This design comes from an exercise in tuning for small area, a short achievable clock period and few clock cycles per item on the open sky130 flow, not from production work. In this exercise RTL edits were held to simulation tests only and were not proved equivalent to the original. Power is estimated from default activity; no workload was simulated.

==> inputs of job 4163 <==
==> flow/design.v <==
module hs_npu_cmd_scheduler #(
  parameter int unsigned NUM_CORES = 4,
  parameter int unsigned CMD_WIDTH = 256,
  parameter int unsigned CMD_DEPTH = 8,
  parameter int unsigned CNT_W     = $clog2(CMD_DEPTH + 1)
) (
  input  logic                  clk,
  input  logic                  rst_n,
  input  logic                  cmd_valid_i,
  output logic                  cmd_ready_o,
  input  logic [CMD_WIDTH-1:0]  cmd_data_i,
  input  logic                  cmd_barrier_i,
  input  logic                  flush_i,
  output logic [NUM_CORES-1:0]  core_exec_valid_o,
  input  logic [NUM_CORES-1:0]  core_exec_ready_i,
  output logic [CMD_WIDTH-1:0]  core_cmd_o,
  input  logic [NUM_CORES-1:0]  core_done_i,
  output logic [NUM_CORES-1:0]  core_busy_o,
  output logic [CNT_W-1:0]      queue_count_o,
  output logic [31:0]           completed_count_o,
  output logic                  idle_o,
  output logic                  err_o
);
  logic [CMD_WIDTH-1:0] mem     [CMD_DEPTH];
  logic [CMD_DEPTH-1:0] mem_bar;
  logic [CMD_DEPTH-1:0] rd_oh, wr_oh, rd_nx, wr_nx, rd_sel;
  logic [CNT_W-1:0]     count, count_nx;
  logic [NUM_CORES-1:0] busy, busy_nx, pend, pick, pick_rdy, pick_any, valid;
  logic                 full, push, hs, offer, offer_nx, rem, bar_nx, idle_q;
  logic [CMD_WIDTH-1:0] ocmd, ocmd_nx;
  logic [31:0]          done_cnt;
  assign full = (count == CNT_W'(CMD_DEPTH));
  assign push = cmd_valid_i & ~full & ~flush_i;
  assign cmd_ready_o       = ~full & ~flush_i;
  assign core_busy_o       = busy;
  assign queue_count_o     = count;
  assign idle_o            = idle_q;
  assign core_exec_valid_o = valid;
  assign core_cmd_o        = ocmd;
  always_comb begin
    pick_rdy = '0;
    pick_any = '0;
    for (int i = int'(NUM_CORES) - 1; i >= 0; i--) begin
      if (!busy[i]) pick_any = NUM_CORES'(1) << i;
      if (!busy[i] && core_exec_ready_i[i]) pick_rdy = NUM_CORES'(1) << i;
    end
    pick = (pick_rdy != '0) ? pick_rdy : pick_any;
  end
  assign valid = (pend != '0) ? pend : (offer ? pick : '0);
  assign hs    = |(valid & core_exec_ready_i);
  assign rd_nx = hs ? {rd_oh[CMD_DEPTH-2:0], rd_oh[CMD_DEPTH-1]} : rd_oh;
  always_comb begin
    if (flush_i) begin
      count_nx = (valid != '0 && !hs) ? CNT_W'(1) : '0;
      wr_nx    = (valid != '0) ? {rd_oh[CMD_DEPTH-2:0], rd_oh[CMD_DEPTH-1]} : rd_oh;
    end else begin
      count_nx = count + CNT_W'(push) - CNT_W'(hs);
      wr_nx    = push ? {wr_oh[CMD_DEPTH-2:0], wr_oh[CMD_DEPTH-1]} : wr_oh;
    end
  end
  assign busy_nx = (busy & ~core_done_i) | (valid & core_exec_ready_i);
  assign rem = (count > CNT_W'(1)) | ((count == CNT_W'(1)) & ~hs);
  always_comb begin
    bar_nx = 1'b0;
    for (int i = 0; i < int'(CMD_DEPTH); i++) bar_nx = bar_nx | (mem_bar[i] & rd_nx[i]);
    if (!rem) bar_nx = cmd_barrier_i;
  end
  assign offer_nx = (count_nx != '0) & (bar_nx ? (busy_nx == '0) : ~&busy_nx);
  assign rd_sel = (offer_nx & rem) ? rd_nx : '0;
  always_comb begin
    ocmd_nx = (offer_nx & ~rem) ? cmd_data_i : '0;
    for (int i = 0; i < int'(CMD_DEPTH); i++) begin
      ocmd_nx = ocmd_nx | (mem[i] & {CMD_WIDTH{rd_sel[i]}});
    end
  end
  always_ff @(posedge clk) begin
    if (!rst_n) begin
      rd_oh  <= CMD_DEPTH'(1);
      wr_oh  <= CMD_DEPTH'(1);
      count  <= '0;
      pend   <= '0;
      offer  <= 1'b0;
      ocmd   <= '0;
      idle_q <= 1'b1;
    end else begin
      rd_oh  <= rd_nx;
      wr_oh  <= wr_nx;
      count  <= count_nx;
      pend   <= hs ? '0 : valid;
      offer  <= offer_nx;
      ocmd   <= ocmd_nx;
      idle_q <= (count_nx == '0) & (busy_nx == '0);
    end
  end
  always_ff @(posedge clk) begin
    for (int i = 0; i < int'(CMD_DEPTH); i++) begin
      if (wr_oh[i] && !full) begin
        mem[i]     <= cmd_data_i;
        mem_bar[i] <= cmd_barrier_i;
      end
    end
  end
  always_comb begin
    done_cnt = '0;
    for (int k = 0; k < int'(NUM_CORES); k++) begin
      done_cnt = done_cnt + 32'(core_done_i[k] & busy[k]);
    end
  end
  always_ff @(posedge clk) begin
    if (!rst_n) begin
      busy              <= '0;
      completed_count_o <= '0;
      err_o             <= 1'b0;
    end else begin
      busy              <= busy_nx;
      completed_count_o <= completed_count_o + done_cnt;
      if (|(core_done_i & ~busy)) err_o <= 1'b1;
    end
  end
endmodule
==> flow/run.sh <==
#!/bin/bash
# synth_recipe.tcl (not shown) runs the flow's synth.tcl, then flattens the netlist and writes it again
# the make line also repeats each setting of config.mk as NAME=value (left out here)
make -C /OpenROAD-flow-scripts/flow DESIGN_CONFIG=/design/flow/config.mk WORK_HOME=/design/flow/orfs CLKGATE_MAP_FILE= SYNTH_SCRIPT=/design/flow/synth_recipe.tcl finish
==> flow/config.mk <==
export PLATFORM = sky130hd
export DESIGN_NAME = hs_npu_cmd_scheduler
export DESIGN_NICKNAME = hs_npu_cmd_scheduler
export VERILOG_FILES = /design/flow/design.v
export SDC_FILE = /design/flow/constraint.sdc
export NUM_CORES = 4
export LEC_CHECK = 0
export CAP_MARGIN = 20
export CORE_MARGIN = 2
export CORE_UTILIZATION = 40
export SETUP_SLACK_MARGIN = 2.0
export SLEW_MARGIN = 20
==> flow/constraint.sdc <==
create_clock -name core_clock -period 4.5 [get_ports {clk}]
set_input_delay 0.9000 -clock core_clock [delete_from_list [all_inputs] [get_ports {clk}]]
set_output_delay 0.9000 -clock core_clock [all_outputs]
set_load 0.01 [all_outputs]
==> job 8083: changes against job 4163 <==
==> flow/design.v (replaced) <==
module hs_npu_cmd_scheduler #(
  parameter int unsigned NUM_CORES = 4,
  parameter int unsigned CMD_WIDTH = 256,
  parameter int unsigned CMD_DEPTH = 8,
  parameter int unsigned CNT_W     = $clog2(CMD_DEPTH + 1)
) (
  input  logic                  clk,
  input  logic                  rst_n,
  input  logic                  cmd_valid_i,
  output logic                  cmd_ready_o,
  input  logic [CMD_WIDTH-1:0]  cmd_data_i,
  input  logic                  cmd_barrier_i,
  input  logic                  flush_i,
  output logic [NUM_CORES-1:0]  core_exec_valid_o,
  input  logic [NUM_CORES-1:0]  core_exec_ready_i,
  output logic [CMD_WIDTH-1:0]  core_cmd_o,
  input  logic [NUM_CORES-1:0]  core_done_i,
  output logic [NUM_CORES-1:0]  core_busy_o,
  output logic [CNT_W-1:0]      queue_count_o,
  output logic [31:0]           completed_count_o,
  output logic                  idle_o,
  output logic                  err_o
);
  localparam int unsigned SLICES = 4;
  localparam int unsigned SW     = CMD_WIDTH / SLICES;
  logic [CMD_WIDTH-1:0] mem     [CMD_DEPTH];
  logic [CMD_DEPTH-1:0] mem_bar;
  logic [CMD_DEPTH-1:0] rd_oh, wr_oh, rd_inc, rd_inc2, wr_nx;
  logic [CNT_W-1:0]     count, count_nx;
  logic [NUM_CORES-1:0] busy, busy_nx, free_nx, done_busy, valid, valid_nx, pick0, pick1;
  logic                 full, full_nx, push, hs, any_valid, idle_q;
  logic                 ge1, ge2, ge3;           
  logic                 fr1, fr2;                
  logic                 free1, free2, free_all, done1, done2;
  logic                 bar0, bar1, bar2, bar0_nx, bar1_nx, off0, off1;
  logic [CMD_WIDTH-1:0] ocmd, ocmd_nx;
  logic [31:0]          done_cnt;
  assign push = cmd_valid_i & ~full & ~flush_i;
  assign cmd_ready_o       = ~full & ~flush_i;
  assign core_busy_o       = busy;
  assign queue_count_o     = count;
  assign idle_o            = idle_q;
  assign core_exec_valid_o = valid;
  assign core_cmd_o        = ocmd;
  assign any_valid = (valid != '0);
  assign hs        = |(valid & core_exec_ready_i);
  assign rd_inc  = {rd_oh[CMD_DEPTH-2:0], rd_oh[CMD_DEPTH-1]};
  assign rd_inc2 = {rd_inc[CMD_DEPTH-2:0], rd_inc[CMD_DEPTH-1]};
  always_comb begin
    if (flush_i) begin
      count_nx = (any_valid && !hs) ? CNT_W'(1) : '0;
      wr_nx    = any_valid ? rd_inc : rd_oh;
    end else begin
      count_nx = count + CNT_W'(push) - CNT_W'(hs);
      wr_nx    = push ? {wr_oh[CMD_DEPTH-2:0], wr_oh[CMD_DEPTH-1]} : wr_oh;
    end
  end
  assign full_nx = ~flush_i & ~hs & ((count == CNT_W'(CMD_DEPTH)) |
                                     ((count == CNT_W'(CMD_DEPTH - 1)) & cmd_valid_i));
  assign busy_nx = (busy & ~core_done_i) | (valid & core_exec_ready_i);
  assign free_nx   = ~busy | core_done_i;
  assign done_busy = core_done_i & busy;
  assign done1     = |done_busy;
  always_comb begin
    done2 = 1'b0;
    for (int i = 0; i < int'(NUM_CORES); i++)
      for (int j = i + 1; j < int'(NUM_CORES); j++)
        done2 = done2 | (done_busy[i] & done_busy[j]);
  end
  logic fr2_nx;
  always_comb begin
    fr2_nx = 1'b0;
    for (int i = 0; i < int'(NUM_CORES); i++)
      for (int j = i + 1; j < int'(NUM_CORES); j++)
        fr2_nx = fr2_nx | (~busy_nx[i] & ~busy_nx[j]);
  end
  assign free1    = fr1 | done1;
  assign free2    = fr2 | (fr1 & done1) | done2;
  assign free_all = ~|(busy & ~core_done_i);
  always_comb begin
    bar2 = 1'b0;
    for (int i = 0; i < int'(CMD_DEPTH); i++) bar2 = bar2 | (mem_bar[i] & rd_inc2[i]);
  end
  assign bar0_nx = hs ? (ge2 ? bar1 : cmd_barrier_i) : (ge1 ? bar0 : cmd_barrier_i);
  assign bar1_nx = hs ? (ge3 ? bar2 : cmd_barrier_i) : (ge2 ? bar1 : cmd_barrier_i);
  assign off0 = ge1 & (bar0 ? free_all : free1) & (~flush_i | any_valid);
  assign off1 = ge2 & ~bar1 & free2 & ~flush_i;
  always_comb begin
    pick0 = '0;
    pick1 = '0;
    for (int i = int'(NUM_CORES) - 1; i >= 0; i--) begin
      if (free_nx[i]) pick0 = NUM_CORES'(1) << i;
      if (free_nx[i] && !valid[i]) pick1 = NUM_CORES'(1) << i;
    end
  end
  assign valid_nx = hs ? (off1 ? pick1 : '0) : (any_valid ? valid : (off0 ? pick0 : '0));
  for (genvar g = 0; g < int'(SLICES); g++) begin : g_sel
    logic [CMD_DEPTH*SW-1:0] d;
    always_comb begin
      for (int i = 0; i < int'(CMD_DEPTH); i++) d[i*SW +: SW] = mem[i][g*SW +: SW];
    end
    hs_npu_cmd_sel #(.W(SW), .N(CMD_DEPTH)) u_sel (
      .d_i     (d),
      .rd_i    (rd_oh),
      .off0_i  (off0),
      .off1_i  (off1),
      .hs_i    (hs),
      .rst_ni  (rst_n),
      .q_o     (ocmd_nx[g*SW +: SW])
    );
  end
  always_ff @(posedge clk) ocmd <= ocmd_nx;
  always_ff @(posedge clk) begin
    if (!rst_n) begin
      rd_oh  <= CMD_DEPTH'(1);
      wr_oh  <= CMD_DEPTH'(1);
      count  <= '0;
      full   <= 1'b0;
      ge1    <= 1'b0;
      ge2    <= 1'b0;
      ge3    <= 1'b0;
      fr1    <= 1'b1;
      fr2    <= 1'b1;
      valid  <= '0;
      idle_q <= 1'b1;
    end else begin
      rd_oh  <= hs ? rd_inc : rd_oh;
      wr_oh  <= wr_nx;
      count  <= count_nx;
      full   <= full_nx;
      ge1    <= (count_nx >= CNT_W'(1));
      ge2    <= (count_nx >= CNT_W'(2));
      ge3    <= (count_nx >= CNT_W'(3));
      fr1    <= ~&busy_nx;
      fr2    <= fr2_nx;
      valid  <= valid_nx;
      idle_q <= (count_nx == '0) & (busy_nx == '0);
    end
  end
  always_ff @(posedge clk) begin
    bar0 <= bar0_nx;
    bar1 <= bar1_nx;
  end
  always_ff @(posedge clk) begin
    for (int i = 0; i < int'(CMD_DEPTH); i++) begin
      if (wr_oh[i] && !full) begin
        mem[i]     <= cmd_data_i;
        mem_bar[i] <= cmd_barrier_i;
      end
    end
  end
  always_comb begin
    done_cnt = '0;
    for (int k = 0; k < int'(NUM_CORES); k++) begin
      done_cnt = done_cnt + 32'(done_busy[k]);
    end
  end
  always_ff @(posedge clk) begin
    if (!rst_n) begin
      busy              <= '0;
      completed_count_o <= '0;
      err_o             <= 1'b0;
    end else begin
      busy              <= busy_nx;
      completed_count_o <= completed_count_o + done_cnt;
      if (|(core_done_i & ~busy)) err_o <= 1'b1;
    end
  end
endmodule
module hs_npu_cmd_sel #(
  parameter int unsigned W = 64,
  parameter int unsigned N = 8
) (
  input  logic [N*W-1:0] d_i,
  input  logic [N-1:0]   rd_i,
  input  logic           off0_i,
  input  logic           off1_i,
  input  logic           hs_i,
  input  logic           rst_ni,
  output logic [W-1:0]   q_o
);
  logic [N-1:0] sel;
  always_comb begin
    for (int i = 0; i < int'(N); i++)
      sel[i] = rst_ni & (hs_i ? (off1_i & rd_i[(i + N - 1) % N]) : (off0_i & rd_i[i]));
    q_o = '0;
    for (int i = 0; i < int'(N); i++) q_o = q_o | (d_i[i*W +: W] & {W{sel[i]}});
  end
endmodule
==> flow/flow/run.sh (new file) <==
#!/bin/bash
# The standard layout, with a plain buf_2 in place of the default port buffer
# cell (every input and output port still gets its own buffer).
set -euo pipefail
export BUFFER_PORTS_ARGS="-buffer_cell sky130_fd_sc_hd__buf_2"
bash standard.sh > standard.log 2>&1
==> flow/standard.sh (new file) <==
#!/bin/bash
# synth_recipe.tcl (not shown) runs the flow's synth.tcl, then flattens the netlist and writes it again
# the make line also repeats each setting of config.mk as NAME=value (left out here)
make -C /OpenROAD-flow-scripts/flow DESIGN_CONFIG=/design/flow/config.mk WORK_HOME=/design/flow/orfs CLKGATE_MAP_FILE= SYNTH_SCRIPT=/design/flow/synth_recipe.tcl "${@:-finish}"
--- a/flow/config.mk
+++ b/flow/config.mk
@@ -10,3 +10,6 @@
 export CORE_UTILIZATION = 40
-export SETUP_SLACK_MARGIN = 2.0
-export SLEW_MARGIN = 20
+export CTS_CLUSTER_DIAMETER = 60
+export CTS_CLUSTER_SIZE = 30
+export SETUP_SLACK_MARGIN = 1.8
+export SLEW_MARGIN = 30
+export SYNTH_HIERARCHICAL = 1
removed: flow/run.sh
==> notes.md <==
|  | job 4163 | job 8083 |
|---|---|---|
| Met2 usage in global routing | 0.345 | 0.384 |
| Layout-stage area growth over the synthesis result | 27.5% | 30.7% |
| Non-clock buffering overhead in the final layout | 0.108 | 0.127 |
| Register-to-Register Setup Slack | 1.0 ns | 1.33 ns |
| Worst-case hold path end point | completed_count_o[11] | mem[1][46] |
| Wire length of the first global-routing pass | 349 mm | 352 mm |
| Net Switching | 21.3 mW | 10.3 mW |
| Startpoint of the most critical register-to-register path | pend[3] | busy[2] |
| Antenna violations before repair | 51 | 59 |
| Data required time at the worst endpoint | 5.27 ns | 5.22 ns |
| Netlist area before placement | 84000 sq um | 82100 sq um |
| Xor/xnor share of the synthesized area | 0.00302 | 0.00299 |
| Multi-input gates | 2088 | 1698 |
| Critical path arrival | 4.27 ns | 3.88 ns |
| Status | finished clean | finished clean |
| Wire length on met1 | 106 mm | 104 mm |
| R2r worst-path depth | 14 | 17 |
| Count of nets after finishing | 5984 | 5677 |
| Adder-cell share of the synthesized area | 0.00200 | 0.00201 |
| Cell count along the critical path | 14 | 17 |
Testbench counts of job 4163, summed over its fixed seeds: cycles 4,315, items 2,400.
Testbench counts of job 8083, summed over its fixed seeds: cycles 4,434, items 2,400.

afterwards: timing with drivers on the ports:
The flow's constraints put no driver on any port. The routed layouts listed below were extracted and timed again, unchanged, in two steps. Step 1 assumes that a clkbuf_16 drives the clock port and a buf_2 every other input. Step 2 times the ports against the registers' clock, not the clock port: input delays grow and output delays shrink by t, the midpoint of the rising clock arrivals with the driver on. Three values: ideal, step 1, step 2; two values: the first two.
run | shift t [ns] | setup WS [ns] | worst hold slack (ns) | slew at the worst register clock pin (ns) | worst data-port slew with drivers (ns)
job 4163 | 0.953 | 0.998 / 0.998 / 0.142 | 0.511 / 0.511 / 0.511 | 0.07 / 0.07 | 0.19
job 8083 | 0.909 | 1.334 / 1.334 / 0.692 | 0.317 / 0.254 / 0.453 | 0.11 / 0.11 | 0.20
After both steps setup and hold are still met in every run listed. For job 4163, which loses most, drivers alone change the setup slack by 0.000 ns; drivers and shift together by -0.856 ns.
